From an optimization exercise on the open Yosys and OpenROAD flow, aimed at small area, a short achievable clock period and few clock cycles per item; shortcuts taken in it are not production practice. Function was checked by simulation only, so behaviour that the tests miss may differ from the original. Power figures rest on the tool's default switching activity, not on a simulated workload.

Setup of run 1:
==> flow/design.v <==
`default_nettype none
package fdf_pkg;
	localparam int SEEN_DEPTH_DEF = 64;
	localparam int SEQ_BITS_DEF   = 16;
	localparam int ID_W    = 6;
	localparam int MASK_W  = 64;
	localparam int SEQ_W   = 16;
	localparam int DATA_W  = 32;
	localparam int CFG_IDX_W  = 2;
	localparam int CFG_DATA_W = 64;
	localparam logic [CFG_IDX_W-1:0] CFG_NODE_ID       = 2'd0;
	localparam logic [CFG_IDX_W-1:0] CFG_NEIGHBOR_MASK = 2'd1;
	typedef enum logic [1:0] {
		VERDICT_FORWARD      = 2'd0,
		VERDICT_NOT_NEIGHBOR = 2'd1,
		VERDICT_DUPLICATE    = 2'd2
	} fdf_verdict_t;
	typedef struct packed {
		logic [ID_W-1:0]   sender_id;
		logic [SEQ_W-1:0]  seq_in;
		logic [DATA_W-1:0] payload_in;
	} fdf_in_t;
	typedef struct packed {
		logic [1:0]        verdict;
		logic [ID_W-1:0]   fwd_id;
		logic [SEQ_W-1:0]  fwd_seq;
		logic [DATA_W-1:0] fwd_data;
	} fdf_out_t;
	typedef struct packed {
		logic         record;
		logic         emit;
		fdf_verdict_t verdict;
	} fdf_cmd_t;
	typedef struct packed {
		logic valid;
		logic neighbor;
		logic hit;
	} fdf_status_t;
endpackage
`default_nettype wire
`default_nettype none
module fdf_ctrl (
	input  wire fdf_pkg::fdf_status_t  status,
	output logic                       busy,
	output fdf_pkg::fdf_cmd_t          cmd
);
	assign busy = 1'b0;
	always_comb begin
		cmd         = '0;
		cmd.emit    = status.valid;
		cmd.record  = status.valid & status.neighbor & ~status.hit;
		if (!status.neighbor) begin
			cmd.verdict = fdf_pkg::VERDICT_NOT_NEIGHBOR;
		end else if (status.hit) begin
			cmd.verdict = fdf_pkg::VERDICT_DUPLICATE;
		end else begin
			cmd.verdict = fdf_pkg::VERDICT_FORWARD;
		end
	end
endmodule
`default_nettype wire
`default_nettype none
module fdf_datapath #(
	parameter int SEEN_DEPTH = fdf_pkg::SEEN_DEPTH_DEF,
	parameter int SEQ_BITS   = fdf_pkg::SEQ_BITS_DEF
) (
	input  wire logic                              clk,
	input  wire logic                              arst_n,
	input  wire logic                              cfg_we,
	input  wire logic [fdf_pkg::CFG_IDX_W-1:0]     cfg_index,
	input  wire logic [fdf_pkg::CFG_DATA_W-1:0]    cfg_wdata,
	input  wire logic                              start,
	input  wire fdf_pkg::fdf_in_t                  item,
	input  wire fdf_pkg::fdf_cmd_t                 cmd,
	output fdf_pkg::fdf_status_t                   status,
	output logic                                   result_valid,
	output fdf_pkg::fdf_out_t                      result
);
	localparam int CW = $clog2(SEEN_DEPTH + 1);
	logic [fdf_pkg::ID_W-1:0]   node_id_q;
	logic [fdf_pkg::MASK_W-1:0] neighbor_q;
	logic                       neighbor_set_q;
	logic [SEQ_BITS-1:0]        seq1;
	logic                       v2_q;
	logic                       nb2_q;
	logic [SEEN_DEPTH-1:0]      match2_q;
	logic [SEQ_BITS-1:0]        seq2_q;
	logic [fdf_pkg::DATA_W-1:0] data2_q;
	logic                       v3_q;
	logic                       nb3_q;
	logic                       hit3_q;
	logic [SEQ_BITS-1:0]        seq3_q;
	logic [fdf_pkg::DATA_W-1:0] data3_q;
	logic [SEQ_BITS-1:0]   seen_q [SEEN_DEPTH];
	logic [CW-1:0]         fill_q;
	logic [SEEN_DEPTH-1:0] match1;
	logic                  same13;
	logic                  same23;
	logic                  hit_keep;
	logic                  hit_shift;
	logic [SEQ_BITS-1:0]   own_next_q;
	logic                  res_valid_q;
	fdf_pkg::fdf_verdict_t res_verdict_q;
	logic [SEQ_BITS-1:0]   res_seq_q;
	logic [fdf_pkg::DATA_W-1:0] res_data_q;
	logic fwd;
	assign seq1 = SEQ_BITS'(item.seq_in);
	assign fwd  = cmd.record;
	always_comb begin
		for (int e = 0; e < SEEN_DEPTH; e++) begin
			match1[e] = (seen_q[e] == seq1) && (fill_q > CW'(e));
		end
	end
	assign same13 = (seq3_q == seq1);
	assign same23    = (seq3_q == seq2_q);
	assign hit_keep  = |match2_q;
	assign hit_shift = (|match2_q[SEEN_DEPTH-2:0]) | same23;
	assign status.valid    = v3_q;
	assign status.neighbor = nb3_q;
	assign status.hit      = hit3_q;
	always_ff @(posedge clk or negedge arst_n) begin
		if (!arst_n) begin
			node_id_q      <= '0;
			neighbor_set_q <= 1'b0;
		end else if (cfg_we) begin
			unique case (cfg_index)
				fdf_pkg::CFG_NODE_ID:       node_id_q      <= cfg_wdata[fdf_pkg::ID_W-1:0];
				fdf_pkg::CFG_NEIGHBOR_MASK: neighbor_set_q <= 1'b1;
				default: ;
			endcase
		end
	end
	always_ff @(posedge clk) begin
		if (cfg_we && cfg_index == fdf_pkg::CFG_NEIGHBOR_MASK) begin
			neighbor_q <= cfg_wdata;
		end
	end
	always_ff @(posedge clk or negedge arst_n) begin
		if (!arst_n) begin
			v2_q       <= 1'b0;
			v3_q       <= 1'b0;
			res_valid_q <= 1'b0;
			fill_q     <= '0;
			own_next_q <= SEQ_BITS'(1);
		end else begin
			v2_q <= start;
			v3_q <= v2_q;
			res_valid_q <= v3_q;
			if (fwd) begin
				own_next_q <= own_next_q + SEQ_BITS'(1);
				if (fill_q != CW'(SEEN_DEPTH)) begin
					fill_q <= fill_q + CW'(1);
				end
			end
		end
	end
	always_ff @(posedge clk) begin
		nb2_q    <= neighbor_set_q & neighbor_q[item.sender_id];
		match2_q <= fwd ? {match1[SEEN_DEPTH-2:0], same13} : match1;
		seq2_q   <= seq1;
		data2_q  <= item.payload_in;
		nb3_q    <= nb2_q;
		hit3_q   <= fwd ? hit_shift : hit_keep;
		seq3_q   <= seq2_q;
		data3_q  <= data2_q;
	end
	always_ff @(posedge clk) begin
		if (fwd) begin
			seen_q[0] <= seq3_q;
			for (int e = 1; e < SEEN_DEPTH; e++) begin
				seen_q[e] <= seen_q[e-1];
			end
		end
	end
	always_ff @(posedge clk) begin
		res_verdict_q <= cmd.verdict;
		res_seq_q     <= (cmd.verdict == fdf_pkg::VERDICT_FORWARD) ? own_next_q : '0;
		res_data_q    <= (cmd.verdict == fdf_pkg::VERDICT_FORWARD) ? data3_q : '0;
	end
	assign result_valid     = res_valid_q;
	assign result.verdict   = res_verdict_q;
	assign result.fwd_id    = node_id_q;
	assign result.fwd_seq   = res_seq_q;
	assign result.fwd_data  = res_data_q;
endmodule
`default_nettype wire
`default_nettype none
module flood_duplicate_filter_core #(
	parameter int SEEN_DEPTH = fdf_pkg::SEEN_DEPTH_DEF,
	parameter int SEQ_BITS   = fdf_pkg::SEQ_BITS_DEF
) (
	input  wire logic                              clk,
	input  wire logic                              arst_n,
	input  wire logic                              cfg_we,
	input  wire logic [fdf_pkg::CFG_IDX_W-1:0]     cfg_index,
	input  wire logic [fdf_pkg::CFG_DATA_W-1:0]    cfg_wdata,
	input  wire logic                              start,
	input  wire logic [53:0]                       item,
	output logic                                   busy,
	output logic                                   result_valid,
	output logic [55:0]                            result
);
	fdf_pkg::fdf_in_t  item_s;
	fdf_pkg::fdf_out_t result_s;
	assign item_s = item;
	assign result = result_s;
	fdf_pkg::fdf_status_t status;
	fdf_pkg::fdf_cmd_t    cmd;
	fdf_ctrl u_ctrl (
		.status (status),
		.busy   (busy),
		.cmd    (cmd)
	);
	fdf_datapath #(
		.SEEN_DEPTH (SEEN_DEPTH),
		.SEQ_BITS   (SEQ_BITS)
	) u_datapath (
		.clk          (clk),
		.arst_n       (arst_n),
		.cfg_we       (cfg_we),
		.cfg_index    (cfg_index),
		.cfg_wdata    (cfg_wdata),
		.start        (start),
		.item         (item_s),
		.cmd          (cmd),
		.status       (status),
		.result_valid (result_valid),
		.result       (result_s)
	);
endmodule
`default_nettype wire
clock: 4.5 ns
lec_check: 0
cap_margin: 20
core_margin: 2
core_utilization: 70
cts_cluster_diameter: 50
cts_cluster_size: 24
place_density: 0.75
setup_slack_margin: 2.4
slew_margin: 20
tns_end_percent: 0
run.sh (not shown) runs the stock make flow with config.mk's settings and CLKGATE_MAP_FILE= SYNTH_SCRIPT=/design/flow/synth_recipe.tcl, a recipe that flattens the netlist after the stock synthesis.
Run 1: done, clean on timing, DRC and antenna
Testbench counts of run 1, summed over its fixed seeds: cycles 12,024, packets 12,000.
### run 1 -> run 2
Settings: putting ABC_AREA at 1 where nothing was set; clearing CTS_CLUSTER_DIAMETER, which used to be 50; swapping 0.75 for 0.65 in PLACE_DENSITY; swapping 70 for 55 in CORE_UTILIZATION; clearing CTS_CLUSTER_SIZE, which used to be 24; swapping 2.4 for 2.5 in SETUP_SLACK_MARGIN.
### Flow results
- Sequential share of layout area | run 2 below run 1
- Run 2 finished all stages; the layout is clean.
- Run 2 vs run 1: area used by multi-input combinational logic up by a few percent
- Layout-stage area growth over the synthesis result in run 2 is 0.31 points lower than in run 1
Input changes introduced in run 3 (baseline for comparison: run 2):
Settings: removing ABC_AREA (formerly 1); setting CTS_BUF_LIST to sky130_fd_sc_hd__clkbuf_4 sky130_fd_sc_hd__clkbuf_8 for the first time.
### Flow results
Relative to run 2, the ratio of routed vias to standard cells measured on run 3 has decreased by a few percent. Run 3 vs run 2, multi-input combinational gate total went down by 25%. The relative contribution of combinational cells to total power of run 3 exceeds that of run 2 by 0.2 points. Compared with run 2, design area in run 3 decreased slightly.

---

## v2
// flood_duplicate_filter_core: RTL as listed in full above, without the edits since
clock: 4.5 ns
lec_check: 0
cap_margin: 20
core_margin: 2
core_utilization: 55
place_density: 0.65
setup_slack_margin: 2.5
slew_margin: 20
tns_end_percent: 0
v2: all stages complete, timing, DRC and antenna checks passed
Testbench counts of v2, summed over its fixed seeds: cycles 12,024, packets 12,000.
Changes in v30 relative to v2:
Settings: PLACE_DENSITY: 0.65 -> 0.75; CORE_UTILIZATION: 55 -> 70; SETUP_SLACK_MARGIN: 2.5 -> 2.4.
v30: done, clean on timing, DRC and antenna. Diff v2 -> v30: cell leakage power barely changed; time the final worst path needs with I/O delays and setup went up by 43 ps; total via count after detailed routing increased by 1.6% relative to the old numbers; sequential share of cell area grew by 0.65 points; core outline area shrank by 0.021 mm². Setup slack of the critical path after layout (v30 over v2): decrease, 43 ps. Against v2, v30 reports a met1 usage in global routing that is higher. Total power: v30 below v2.

static timing again, ports no longer ideal:
No port has a modelled driver above. Below, the same layouts with a new extraction and two added sets of constraints.
Step 1 (the two cells are an assumption about what drives the block):
set clk [get_ports {clk}]
set_driving_cell -lib_cell sky130_fd_sc_hd__clkbuf_16 $clk
set_driving_cell -lib_cell sky130_fd_sc_hd__buf_2 [delete_from_list [all_inputs] $clk]
Step 2 moves the port delays by t, midway between the first and last clock arrival at a register: inputs arrive t later, outputs are due t later. That takes back most of the time a late clock gives input paths.
Three values: ideal, step 1, step 2; two values: the first two.
run | t, ns | slack for setup (ns) | worst register clock-pin slew, ns
run 1 | 0.768 | 2.229 / 2.203 / 1.494 | 0.09 / 0.09
run 2 | 0.805 | 2.291 / 2.277 / 1.555 | 0.07 / 0.07
run 3 | 0.946 | 2.100 / 2.132 / 1.189 | 0.07 / 0.07
v2 | 0.819 | 2.288 / 2.246 / 1.514 | 0.06 / 0.06
v30 | 0.796 | 2.245 / 2.194 / 1.468 | 0.07 / 0.07
After both steps setup and hold are still met in every run listed. The setup slack of run 3, which loses most, moves by +0.032 ns with the drivers and by -0.911 ns with both steps.
